From an optimization exercise on the open Yosys and OpenROAD flow, aimed at small area, a short achievable clock period and few clock cycles per item; shortcuts taken in it are not production practice. In this exercise RTL edits were held to simulation tests only and were not proved equivalent to the original.

== job 528 ==
// aes128_iter_core
module aes128_iter_core #(
    parameter int unsigned ROUNDS_PER_CYCLE = 1
) (
    input  logic         clk,
    input  logic         rst_n,
    input  logic         in_valid,
    output logic         in_ready,
    input  logic [127:0] plaintext,
    input  logic [127:0] key,
    output logic         out_valid,
    input  logic         out_ready,
    output logic [127:0] ciphertext
);
    logic [127:0] a_s, a_k;         
    logic [127:0] b_u, b_k;         
    logic [111:0] b_m;              
    logic [15:0]  b_km;             
    logic [127:0] o_ct;             
    logic         o_v;
    logic         va, pa;           
    logic [3:0]   ra;               
    logic         vb, pb, lb;       
    logic [3:0]   rb;               
    logic         fa;               
    logic         fp;               
    logic [127:0] u;
    logic [111:0] m;
    logic [27:0]  km;
    logic [31:0]  w3a;
    aes_xor_bank #(.W(128)) u_ark (.a(a_s), .b(a_k), .y(u));
    for (genvar j = 0; j < 16; j++) begin : g_top
        aes_sbox_top u_st (.x(u[8*j +: 8]), .m(m[7*j +: 7]));
    end
    assign w3a = {a_k[23:0], a_k[31:24]};
    for (genvar j = 0; j < 4; j++) begin : g_ktop
        aes_sbox_top u_kt (.x(w3a[8*j +: 8]), .m(km[7*j +: 7]));
    end
    always_ff @(posedge clk) begin
        b_u  <= u;
        b_m  <= m;
        b_k  <= a_k;
  ...
Size in the first run: ~790 flip-flops, roughly 390 I/O pins, ~52000 sq um of cells after synthesis.
Settings: LEC_CHECK=0, CAP_MARGIN=20, CORE_MARGIN=2, CORE_UTILIZATION=55, CTS_CLUSTER_DIAMETER=90, CTS_CLUSTER_SIZE=27, PLACE_DENSITY=0.75, SETUP_SLACK_MARGIN=2.95, SLEW_MARGIN=20, SYNTH_HIERARCHICAL=1; clock period 6.5 ns.
standard.sh (not shown) runs the stock make flow with config.mk's settings and CLKGATE_MAP_FILE= SYNTH_SCRIPT=/design/flow/synth_recipe.tcl, a recipe that flattens the netlist after the stock synthesis.
==> flow/flow/run.sh <==
#!/bin/bash
# Layout flow: the standard ORFS flow (standard.sh, unchanged synthesis), with the
# port buffers that placement inserts on every input and output made buf_2 cells
# instead of the default pick, and ORFS settings passed as make variables.
set -euo pipefail
cd "$(dirname "$0")/.."
bash standard.sh "BUFFER_PORTS_ARGS=-buffer_cell sky130_fd_sc_hd__buf_2" finish > standard_flow.log 2>&1
test -f out/final.def
Testbench counts of job 528, summed over its fixed seeds: cycles 16,024, items 1,600.
> inputs changed (job 528 -> job 2750)
Settings: CTS_CLUSTER_SIZE removed (was 27); SETUP_SLACK_MARGIN changed from 2.95 to 2.8; CTS_CLUSTER_DIAMETER removed (was 90); PLACE_DENSITY changed from 0.75 to 0.85; CORE_UTILIZATION changed from 55 to 65.
Findings:
In summary, job 2750 completed successfully, with a layout that passed the timing, design-rule and antenna checks.
Compared with job 528, in job 2750 total number of cells along the worst setup path lost 1, post-synthesis async set-or-reset flop share neither gained nor lost much, total wire length after detailed routing neither gained nor lost much.
Summary of job 2750 over job 528: flip-flop and latch count comparable, met3 track utilization from global routing went up, critical path arrival grew by 0.28 ns.
Setup changes, job 2750 to job 6443
Settings: CTS_CLUSTER_DIAMETER: unset -> 80; CTS_CLUSTER_SIZE: unset -> 24; CORE_UTILIZATION: 65 -> 55; PLACE_DENSITY: 0.85 -> 0.75.
==> flow/flow/run.sh <==
#!/bin/bash
# Layout flow: the standard ORFS flow (standard.sh, unchanged synthesis), with the
# port buffers that placement inserts on every input and output made buf_1 cells
# instead of the default pick, and ORFS settings passed as make variables.
set -euo pipefail
cd "$(dirname "$0")/.."
bash standard.sh "BUFFER_PORTS_ARGS=-buffer_cell sky130_fd_sc_hd__buf_1" finish > standard_flow.log 2>&1
test -f out/final.def
--- outcome ---
Job 2750 ended up with a_s[116]$_DFF_P_ as its capture point of the critical path; job 6443 ended up with a_s[114]$_DFF_P_. Delta (job 6443 minus job 2750): count of clock-buffer cells in the layout has decreased; wire length has decreased; final critical delay including setup and external delays has increased; total die area has increased. The row count number comes out lower for job 2750 vs job 6443. Compared with job 2750, in job 6443 global-route usage over all layers went down 6.4 points; fraction of area in registers went up 0.76 points. Comparing job 2750 and job 6443, setup slack is lower on job 6443.
Inputs modified between job 6443 and job 7835:
Settings: CTS_CLUSTER_SIZE removed (was 24); CTS_CLUSTER_DIAMETER removed (was 80).
==> flow/flow/run.sh <==
#!/bin/bash
# Layout flow: the standard ORFS flow (standard.sh, unchanged synthesis), with the
# port buffers that placement inserts on every input and output made buf_2 cells
# instead of the default pick, and ORFS settings passed as make variables.
set -euo pipefail
cd "$(dirname "$0")/.."
bash standard.sh "BUFFER_PORTS_ARGS=-buffer_cell sky130_fd_sc_hd__buf_2" finish > standard_flow.log 2>&1
test -f out/final.def
--- outcome ---
What job 7835 reported for count of clock-buffer cells in the layout has to be multiplied by 0.39 to get the figure for job 6443. Register share of the cell area: job 7835 lower than job 6443. Routed wire length in job 7835 vs job 6443: up about 2.2%. Instance area after placement is lower on job 6443. Compared with job 6443, the router placed more vias in job 7835.


Starting RTL as in the previous note.
export LEC_CHECK = 0
export CAP_MARGIN = 20
export CORE_MARGIN = 2
export CORE_UTILIZATION = 55
export CTS_CLUSTER_DIAMETER = 90
export CTS_CLUSTER_SIZE = 27
export PLACE_DENSITY = 0.75
export SETUP_SLACK_MARGIN = 2.95
export SLEW_MARGIN = 20
export SYNTH_HIERARCHICAL = 1
create_clock -name core_clock -period 6.5 [get_ports {clk}]
==> flow/flow/run.sh <==
#!/bin/bash
# Layout flow: the standard ORFS flow (standard.sh, unchanged synthesis), with the
# port buffers that placement inserts on every input and output made buf_1 cells
# instead of the default pick, and ORFS settings passed as make variables.
set -euo pipefail
cd "$(dirname "$0")/.."
bash standard.sh "BUFFER_PORTS_ARGS=-buffer_cell sky130_fd_sc_hd__buf_1" finish > standard_flow.log 2>&1
test -f out/final.def
The first run went through all stages and came out clean.
Testbench counts at the start, summed over its fixed seeds: cycles 16,024, items 1,600.
==> next run, changes <==
--- a/flow/config.mk
+++ b/flow/config.mk
@@ -11,2 +10,0 @@
-export CTS_CLUSTER_DIAMETER = 90
-export CTS_CLUSTER_SIZE = 27
@@ -14 +12 @@
-export SETUP_SLACK_MARGIN = 2.95
+export SETUP_SLACK_MARGIN = 2.8
After rerunning: Non-clock buffer count drops by 39. Global-route usage went up by 0.34 points. Synthesized area stays the same. Setup slack degrades by 0.20 ns. Clock-buffer cell count goes up by 75. Core utilization barely changes. Worst hold slack is better by 0.0035 ns. Fmax came out lower by 5.3%. Sequential cell count does not change. Final cell count goes up by 0.67%.
==> next run, changes <==
==> flow/flow/run.sh (replaced) <==
#!/bin/bash
# Layout flow: the standard ORFS flow (standard.sh, unchanged synthesis), with the
# port buffers that placement inserts on every input and output made buf_2 cells
# instead of the default pick, and ORFS settings passed as make variables.
set -euo pipefail
cd "$(dirname "$0")/.."
bash standard.sh "BUFFER_PORTS_ARGS=-buffer_cell sky130_fd_sc_hd__buf_2" finish > standard_flow.log 2>&1
test -f out/final.def
--- a/flow/config.mk
+++ b/flow/config.mk
@@ -10,0 +11,2 @@
+export CTS_CLUSTER_DIAMETER = 90
+export CTS_CLUSTER_SIZE = 27
@@ -12 +14 @@
-export SETUP_SLACK_MARGIN = 2.8
+export SETUP_SLACK_MARGIN = 3.1
What happened: Critical path depth goes down by 2; via count is higher by 0.86%; utilization climbs by 2.7 points; worst setup slack gains 0.34 ns; count of clock-buffer cells in the layout falls by 82.
==> next run, changes <==
--- a/flow/config.mk
+++ b/flow/config.mk
@@ -14 +14 @@
-export SETUP_SLACK_MARGIN = 3.1
+export SETUP_SLACK_MARGIN = 2.8
What happened:
- die area does not change
- critical path depth went up by 2
- wire length went down by a few percent
- worst setup slack gets worse by 0.24 ns
- flip-flop and latch count does not change
- final area went down by a few percent
- core utilization went down by 3.6 points


Starting RTL as in the previous note.
## aes128_iter_core
module aes128_iter_core #(
    parameter int unsigned ROUNDS_PER_CYCLE = 1
) (
    input  logic         clk,
    input  logic         rst_n,
    input  logic         in_valid,
    output logic         in_ready,
    input  logic [127:0] plaintext,
    input  logic [127:0] key,
    output logic         out_valid,
    input  logic         out_ready,
    output logic [127:0] ciphertext
);
export LEC_CHECK = 0
export CAP_MARGIN = 20
export CORE_MARGIN = 2
export CORE_UTILIZATION = 55
export CTS_CLUSTER_DIAMETER = 80
export CTS_CLUSTER_SIZE = 24
export PLACE_DENSITY = 0.75
export SETUP_SLACK_MARGIN = 2.8
export SLEW_MARGIN = 20
export SYNTH_HIERARCHICAL = 1
create_clock -name core_clock -period 6.5 [get_ports {clk}]
==> flow/flow/run.sh <==
#!/bin/bash
# Layout flow: the standard ORFS flow (standard.sh, unchanged synthesis), with the
# port buffers that placement inserts on every input and output made buf_2 cells
# instead of the default pick, and ORFS settings passed as make variables.
set -euo pipefail
cd "$(dirname "$0")/.."
bash standard.sh "BUFFER_PORTS_ARGS=-buffer_cell sky130_fd_sc_hd__buf_2" finish > standard_flow.log 2>&1
test -f out/final.def
The starting point produced a clean layout.
Testbench counts at the start, summed over its fixed seeds: cycles 16,024, items 1,600.
Change:
Settings changed: CTS_CLUSTER_DIAMETER 80 to 100, CTS_CLUSTER_SIZE 24 to 30.
=>
- synthesized cell count stays the same
- via count hardly moves
- worst setup slack gains 0.035 ns
- global-route usage hardly moves
- worst hold slack loses 0.0041 ns
- first-iteration DRC count grows by 2.0%
- cell count hardly moves
Change:
Settings changed: CORE_UTILIZATION 55 to 50, CTS_CLUSTER_DIAMETER 100 to 90, CTS_CLUSTER_SIZE 30 to 27, PLACE_DENSITY 0.75 to 0.7.
=> Register-to-register slack hardly moves. Wire length grows by about 1%. Global-route usage drops by 2.6 points. Non-clock buffer count went up by 6. Cell count grows by 1.8%.
Change:
Settings changed: CORE_UTILIZATION 50 to 55, CTS_CLUSTER_DIAMETER 90 to unset, CTS_CLUSTER_SIZE 27 to unset, PLACE_DENSITY 0.7 to 0.75, SETUP_SLACK_MARGIN 2.8 to 3.1.
After rerunning:
- The changed run completed with no timing, DRC or antenna violations
- cell area goes up by a little under a tenth
- final cell count rises slightly
- register-to-register slack gets better by 0.18 ns
- worst setup slack is better by 0.18 ns

==> what the ideal ports hide <==
Ports are ideal in the flow. The routed layouts listed here were re-timed in OpenROAD. Step 1 assumes that a clkbuf_16 drives the clock port and a buf_2 every other input. Step 2 moves the port delays by t, midway between the first and last clock arrival at a register: inputs arrive t later, outputs are due t later. That takes back most of the time a late clock gives input paths. Slacks: ideal / step 1 / step 2; pairs: ideal / step 1.
| run | shift t [ns] | setup slack, ns | worst setup path after step 2 | clock arrival spread, ns | worst data-port slew with drivers (ns) |
|---|---|---|---|---|---|
| job 528 | 0.685 | 2.978 / 2.978 / 2.978 | register to register | 0.045 / 0.045 | 0.10 |
| job 2750 | 0.714 | 2.715 / 2.715 / 2.704 | input to register | 0.036 / 0.035 | 0.11 |
| job 6443 | 0.709 | 2.697 / 2.697 / 2.697 | register to register | 0.048 / 0.047 | 0.11 |
| job 7835 | 0.736 | 2.813 / 2.813 / 2.813 | register to register | 0.036 / 0.036 | 0.10 |
| the first run of note 2 | 0.695 | 2.931 / 2.931 / 2.809 | input to register | 0.043 / 0.043 | 0.12 |
| the second run of note 2 | 0.732 | 2.731 / 2.731 / 2.731 | register to register | 0.028 / 0.028 | 0.10 |
| the third run of note 2 | 0.691 | 3.068 / 3.068 / 3.068 | register to register | 0.043 / 0.043 | 0.10 |
| the fourth run of note 2 | 0.693 | 2.824 / 2.824 / 2.824 | register to register | 0.046 / 0.045 | 0.09 |
| the first run of note 3 | 0.710 | 2.792 / 2.792 / 2.792 | register to register | 0.042 / 0.043 | 0.10 |
| the second run of note 3 | 0.690 | 2.827 / 2.827 / 2.827 | register to register | 0.041 / 0.042 | 0.11 |
| the third run of note 3 | 0.735 | 2.821 / 2.821 / 2.821 | register to register | 0.052 / 0.052 | 0.12 |
| the fourth run of note 3 | 0.738 | 3.002 / 3.002 / 3.002 | register to register | 0.036 / 0.035 | 0.10 |
After both steps setup and hold are still met in every run listed. The setup slack of the first run of note 2, which loses most, moves by 0.000 ns with the drivers and by -0.122 ns with both steps.
